Source: an optimization exercise on an open RTL-to-GDS flow (aim: small area and few clock cycles). Production flows keep margins and buffers that such runs may drop.
In this exercise RTL edits were held to simulation tests only and were not proved equivalent to the original.

Setup of run A:
Design pot_oversample_ema_hysteresis_top, start of the top module:
module pot_oversample_ema_hysteresis_top (
    input  logic                              clk,
    input  logic                              rst_n,
    input  logic                              in_valid,
    output logic                              in_ready,
    input  logic [14:0]                       in_req,
    output logic                              out_valid,
    input  logic                              out_ready,
    output logic [18:0]                       out_req,
    input  logic                              cfg_write,
    input  logic [pot_ema_pkg::CFG_IDX_W-1:0] cfg_index,
    input  logic [pot_ema_pkg::CFG_W-1:0]     cfg_data
);
    pot_ema_pkg::cfg_t cfg;
    pot_ema_pkg::out_t res;
    pot_ema_pkg::out_t tap;
    pot_ema_pkg::in_t  in_req_s;
    pot_ema_pkg::out_t out_req_s;
    assign in_req_s = in_req;
    assign out_req  = out_req_s;
    logic              res_valid;
    logic              res_full;
    pot_ema_cfg u_cfg (
        .clk       (clk),
        .rst_n     (rst_n),
        .cfg_write (cfg_write),
        .cfg_index (cfg_index),
        .cfg_data  (cfg_data),
        .cfg       (cfg)
    );
    pot_ema_core u_core (
        .clk       (clk),
        .rst_n     (rst_n),
        .in_valid  (in_valid),
        .in_ready  (in_ready),
        .in_req    (in_req_s),
        .cfg       (cfg),
        .res_full  (res_full),
        .res_valid (res_valid),
        .res       (res),
        .tap       (tap)
    );
    pot_ema_out u_out (
        .clk       (clk),
  ...
Size: ~1,500 cells after synthesis, ~550 flip-flops, roughly 58 I/O pins.
export LEC_CHECK = 0
export CAP_MARGIN = 5
export CORE_MARGIN = 2
export CORE_UTILIZATION = 40
export CTS_BUF_LIST = sky130_fd_sc_hd__clkbuf_8
export CTS_CLUSTER_DIAMETER = 60
export CTS_CLUSTER_SIZE = 20
export GPL_TIMING_DRIVEN = 0
export SLEW_MARGIN = 5
create_clock -name core_clock -period 20.0 [get_ports {clk}]
run.sh (not shown) runs the stock make flow with config.mk's settings and CLKGATE_MAP_FILE= SYNTH_SCRIPT=/design/flow/synth_recipe.tcl, a recipe that flattens the netlist after the stock synthesis.
Looking at the reports, run A completed the entire flow and the layout it produced met the timing, design-rule and antenna checks.
Testbench counts of run A, summed over its fixed seeds: cycles 33,204.
diff inputs: run A => run B
- swapping sky130_fd_sc_hd__clkbuf_8 for sky130_fd_sc_hd__clkbuf_4 sky130_fd_sc_hd__clkbuf_8 in CTS_BUF_LIST
- swapping 40 for 60 in CORE_UTILIZATION
### Flow results
Run A reports its endpoint of the most critical setup path as u_out.pch_q[2] while run B reports u_core.last_q[7][0]. Re finished layout cell area: run B and run A aren't equal, and the lower value belongs to run B. Looking at die span in y, run B sits 41 um below run A. Diff run A -> run B: final critical-path required period now sits lower; met2 wire length lower; number of cells on the worst reg-to-reg path shows an increase of 1; met3 capacity usage during global routing climbed 0.84 points; worst-case setup margin in the final layout increased by 7.6 ps relative to the old numbers. Proportion of cell area occupied by registers was higher in the run labelled run B.
What run C does differently from run B at the input level:
- CTS_BUF_LIST: sky130_fd_sc_hd__clkbuf_4 sky130_fd_sc_hd__clkbuf_8 -> sky130_fd_sc_hd__clkbuf_8
- CTS_CLUSTER_DIAMETER: 60 -> 50
- CTS_CLUSTER_SIZE: 20 -> 24
Findings:
Looking at run B and run C, the total half-perimeter wirelength after legalization and detailed placement is a wash.
[diff] first-pass GRT wire length, run C relative to run B: regression
Quantity of gates resized following cts came out exactly the same in run B and run C.
Run B -> run C: global-route usage flat
Re flip-flop and latch count: no difference whatsoever between run C and run B.
Of run B and run C, the run reporting the higher final setup slack of the worst path was run B.
There was hardly any difference in total clock sinks between run B and run C.
As far as tap cell instance count goes, run C and run B are indistinguishable; the numbers are identical.
[inputs] run D vs run C
- CTS_CLUSTER_SIZE changed from 24 to 20
- CORE_UTILIZATION changed from 60 to 75
- CTS_CLUSTER_DIAMETER changed from 50 to 60
==> summary.txt <==
Run D: met3 wirelength from detailed routing higher than run C. Summary of run D over run C: global-route usage higher. Summary: with run C as the reference, pin count of the biggest net entering global routing in run D moved down by more than a quarter. Run D does worse than run C on wire length of the first global-routing pass. Cell area of run D falls short of that of run C slightly. Summary — count of buffers not belonging to the clock network in the layout, run D relative to run C: higher, by about 3.6%.


Another version of the RTL of pot_oversample_ema_hysteresis_top (not shown whole).
Size in the first run: roughly 1,600 cells after synthesis, about 0.021 mm2 of cells after synthesis.
// pot_oversample_ema_hysteresis_top
module pot_oversample_ema_hysteresis_top (
    input  logic                              clk,
    input  logic                              rst_n,
    input  logic                              in_valid,
    output logic                              in_ready,
    input  logic [14:0]                       in_req,
    output logic                              out_valid,
    input  logic                              out_ready,
    output logic [18:0]                       out_req,
    input  logic                              cfg_write,
    input  logic [pot_ema_pkg::CFG_IDX_W-1:0] cfg_index,
    input  logic [pot_ema_pkg::CFG_W-1:0]     cfg_data
);
    pot_ema_pkg::cfg_t cfg;
    pot_ema_pkg::out_t res;
    pot_ema_pkg::in_t  in_req_s;
    pot_ema_pkg::out_t out_req_s;
    assign in_req_s = in_req;
    assign out_req  = out_req_s;
    logic              res_valid;
    logic              res_full;
    pot_ema_cfg u_cfg (
        .clk       (clk),
        .rst_n     (rst_n),
        .cfg_write (cfg_write),
        .cfg_index (cfg_index),
  ...
Settings: LEC_CHECK=0, CAP_MARGIN=20, CORE_MARGIN=2, CORE_UTILIZATION=40, CTS_BUF_LIST=sky130_fd_sc_hd__clkbuf_8, CTS_CLUSTER_DIAMETER=60, CTS_CLUSTER_SIZE=20, SLEW_MARGIN=20; clock period 20.0 ns.
The starting point went through all stages and came out clean.
Testbench counts at the start, summed over its fixed seeds: cycles 33,140.
Then changed:
CTS_BUF_LIST = unset   (was sky130_fd_sc_hd__clkbuf_8)
CTS_CLUSTER_DIAMETER = unset   (was 60)
CTS_CLUSTER_SIZE = unset   (was 20)
What happened: Setup slack gets better by 0.015 ns; wire length grows slightly; clock-buffer cell count grows by 24; first-iteration DRC count grows by a few percent; worst hold slack gets better by 0.0060 ns.


Another version of the RTL of pot_oversample_ema_hysteresis_top (not shown whole).
Size in the first run: roughly 2,100 cells after synthesis, roughly 58 I/O pins, roughly 24,000 µm² of cells after synthesis.
==> flow/design.v (excerpt) <==
module pot_oversample_ema_hysteresis_top (
    input  logic                              clk,
    input  logic                              rst_n,
    input  logic                              in_valid,
    output logic                              in_ready,
    input  logic [14:0]                       in_req,
    output logic                              out_valid,
    input  logic                              out_ready,
    output logic [18:0]                       out_req,
    input  logic                              cfg_write,
    input  logic [pot_ema_pkg::CFG_IDX_W-1:0] cfg_index,
    input  logic [pot_ema_pkg::CFG_W-1:0]     cfg_data
);
clock: 20.0 ns
lec_check: 0
cap_margin: 20
core_margin: 2
core_utilization: 40
cts_buf_list: sky130_fd_sc_hd__clkbuf_4
slew_margin: 20
The first run completed without violations.
Testbench counts at the start, summed over its fixed seeds: cycles 33,140.
Next try:
--- a/flow/config.mk
+++ b/flow/config.mk
@@ -10,3 +10,2 @@
 export CORE_UTILIZATION = 40
-export CTS_BUF_LIST = sky130_fd_sc_hd__clkbuf_4
 export SLEW_MARGIN = 20
The changed run ran to the end with no violations.
Maximum frequency is higher by 1.4%.
Worst setup slack improved by 0.25 ns.
Worst hold slack is better by 0.025 ns.
Non-clock buffer count does not change.
Clock skew falls by 0.035 ns.
Area after synthesis does not change.
Via count fell by 3.9%.


pot_oversample_ema_hysteresis_top with an RTL version that a note above also has.
Size: about 1500 cells after synthesis, ~550 flip-flops, ~58 I/O pins.
Design pot_oversample_ema_hysteresis_top, start of the top module:
module pot_oversample_ema_hysteresis_top (
    input  logic                              clk,
    input  logic                              rst_n,
    input  logic                              in_valid,
    output logic                              in_ready,
    input  logic [14:0]                       in_req,
    output logic                              out_valid,
    input  logic                              out_ready,
    output logic [18:0]                       out_req,
    input  logic                              cfg_write,
    input  logic [pot_ema_pkg::CFG_IDX_W-1:0] cfg_index,
    input  logic [pot_ema_pkg::CFG_W-1:0]     cfg_data
);
==> flow/config.mk <==
export PLATFORM = sky130hd
export DESIGN_NAME = pot_oversample_ema_hysteresis_top
export DESIGN_NICKNAME = pot_oversample_ema_hysteresis_top
export VERILOG_FILES = /design/flow/design.v
export SDC_FILE = /design/flow/constraint.sdc
export NUM_CORES = 4
export LEC_CHECK = 0
export CAP_MARGIN = 5
export CORE_MARGIN = 2
export CORE_UTILIZATION = 60
export CTS_BUF_LIST = sky130_fd_sc_hd__clkbuf_8
export CTS_CLUSTER_DIAMETER = 60
export CTS_CLUSTER_SIZE = 20
export GPL_TIMING_DRIVEN = 0
export SLEW_MARGIN = 5
==> flow/constraint.sdc <==
create_clock -name core_clock -period 20.0 [get_ports {clk}]
set_input_delay 4.0000 -clock core_clock [delete_from_list [all_inputs] [get_ports {clk}]]
set_output_delay 4.0000 -clock core_clock [all_outputs]
set_load 0.01 [all_outputs]
Testbench counts at the start, summed over its fixed seeds: cycles 33,204.
Edit:
Settings changed: CORE_UTILIZATION 60 to 40, CTS_CLUSTER_DIAMETER 60 to 40.
Outcome:
- setup slack is better by 0.0093 ns
- sequential share of layout area falls by 2.3 points
- register-to-register slack degrades by 0.04 ns
- clock-buffer cell count climbs by 20
- via count rises by 1.8%
- cell count rose by 13%
- critical path depth grows by 1


## v15
RTL: one of the versions met above, not the one the previous note started from.
For scale: about 1600 cells after synthesis, about 560 flip-flops, roughly 58 I/O pins, about 0.021 mm2 of cells after synthesis.
==> flow/config.mk <==
export PLATFORM = sky130hd
export DESIGN_NAME = pot_oversample_ema_hysteresis_top
export DESIGN_NICKNAME = pot_oversample_ema_hysteresis_top
export VERILOG_FILES = /design/flow/design.v
export SDC_FILE = /design/flow/constraint.sdc
export NUM_CORES = 4
export LEC_CHECK = 0
export CAP_MARGIN = 20
export CORE_MARGIN = 2
export CORE_UTILIZATION = 40
export CTS_BUF_LIST = sky130_fd_sc_hd__clkbuf_8
export CTS_CLUSTER_DIAMETER = 60
export CTS_CLUSTER_SIZE = 20
export GPL_TIMING_DRIVEN = 0
export SLEW_MARGIN = 20
==> flow/constraint.sdc <==
create_clock -name core_clock -period 20.0 [get_ports {clk}]
set_input_delay 4.0000 -clock core_clock [delete_from_list [all_inputs] [get_ports {clk}]]
set_output_delay 4.0000 -clock core_clock [all_outputs]
set_load 0.01 [all_outputs]
v15 finished every stage and its layout cleared the timing, design-rule and antenna checks.
Testbench counts of v15, summed over its fixed seeds: cycles 33,140.
Inputs modified between v15 and v31:
Settings: CAP_MARGIN now 5, was 20; SLEW_MARGIN now 5, was 20.
==> comparison <==
Result: PASS for each of v31 and v15. Between v31 and v15, the length of the first detailed-routing pass in iterations is lower for v15. Delta (v31 minus v15): global-route usage has remained practically unchanged, cell depth of the worst setup path has increased.

-- static timing again, ports no longer ideal --
The flow's constraints put no driver on any port. The routed layouts listed below were extracted and timed again, unchanged, in two steps.
Step 1 (the two cells are an assumption about what drives the block):
set clk [get_ports {clk}]
set_driving_cell -lib_cell sky130_fd_sc_hd__clkbuf_16 $clk
set_driving_cell -lib_cell sky130_fd_sc_hd__buf_2 [delete_from_list [all_inputs] $clk]
Step 2 adds t to the input delays and takes it off the output delays; t is the mean of the earliest and latest rising clock arrival at the registers after step 1. Input paths then give back, and output paths get back, about the clock's delay inside the block.
Three values: ideal, step 1, step 2; two values: the first two.
| run | t (ns) | setup WS [ns] | worst hold slack (ns) | worst slew at a driven data input, ns |
|---|---|---|---|---|
| run A | 0.680 | 0.520 / 0.548 / -0.133 | 0.290 / 0.290 / 0.290 | 0.04 |
| run B | 0.647 | 0.528 / 0.548 / -0.099 | 0.305 / 0.305 / 0.305 | 0.03 |
| run C | 0.657 | 0.499 / 0.522 / -0.135 | 0.305 / 0.305 / 0.305 | 0.03 |
| run D | 0.625 | 0.448 / 0.472 / -0.154 | 0.320 / 0.320 / 0.320 | 0.05 |
| the first run of note 2 | 0.665 | 0.526 / 0.556 / -0.109 | 0.309 / 0.309 / 0.309 | 0.04 |
| the second run of note 2 | 0.651 | 0.541 / 0.571 / -0.080 | 0.315 / 0.315 / 0.315 | 0.04 |
| the first run of note 3 | 0.968 | 1.228 / 1.254 / 0.285 | 0.270 / 0.270 / 0.270 | 0.04 |
| the second run of note 3 | 0.665 | 1.480 / 1.512 / 0.846 | 0.296 / 0.296 / 0.296 | 0.04 |
| the first run of note 4 | 0.645 | 0.522 / 0.541 / -0.103 | 0.305 / 0.305 / 0.305 | 0.03 |
| the second run of note 4 | 0.692 | 0.531 / 0.558 / -0.134 | 0.304 / 0.304 / 0.304 | 0.04 |
| v15 | 0.663 | 0.454 / 0.472 / -0.191 | 0.315 / 0.315 / 0.315 | 0.04 |
| v31 | 0.661 | 0.411 / 0.435 / -0.226 | 0.305 / 0.305 / 0.305 | 0.04 |
With both steps, setup timing fails in 10 of these runs, where it was met with ideal ports. The setup slack of the first run of note 3, which loses most, moves by +0.026 ns with the drivers and by -0.943 ns with both steps.
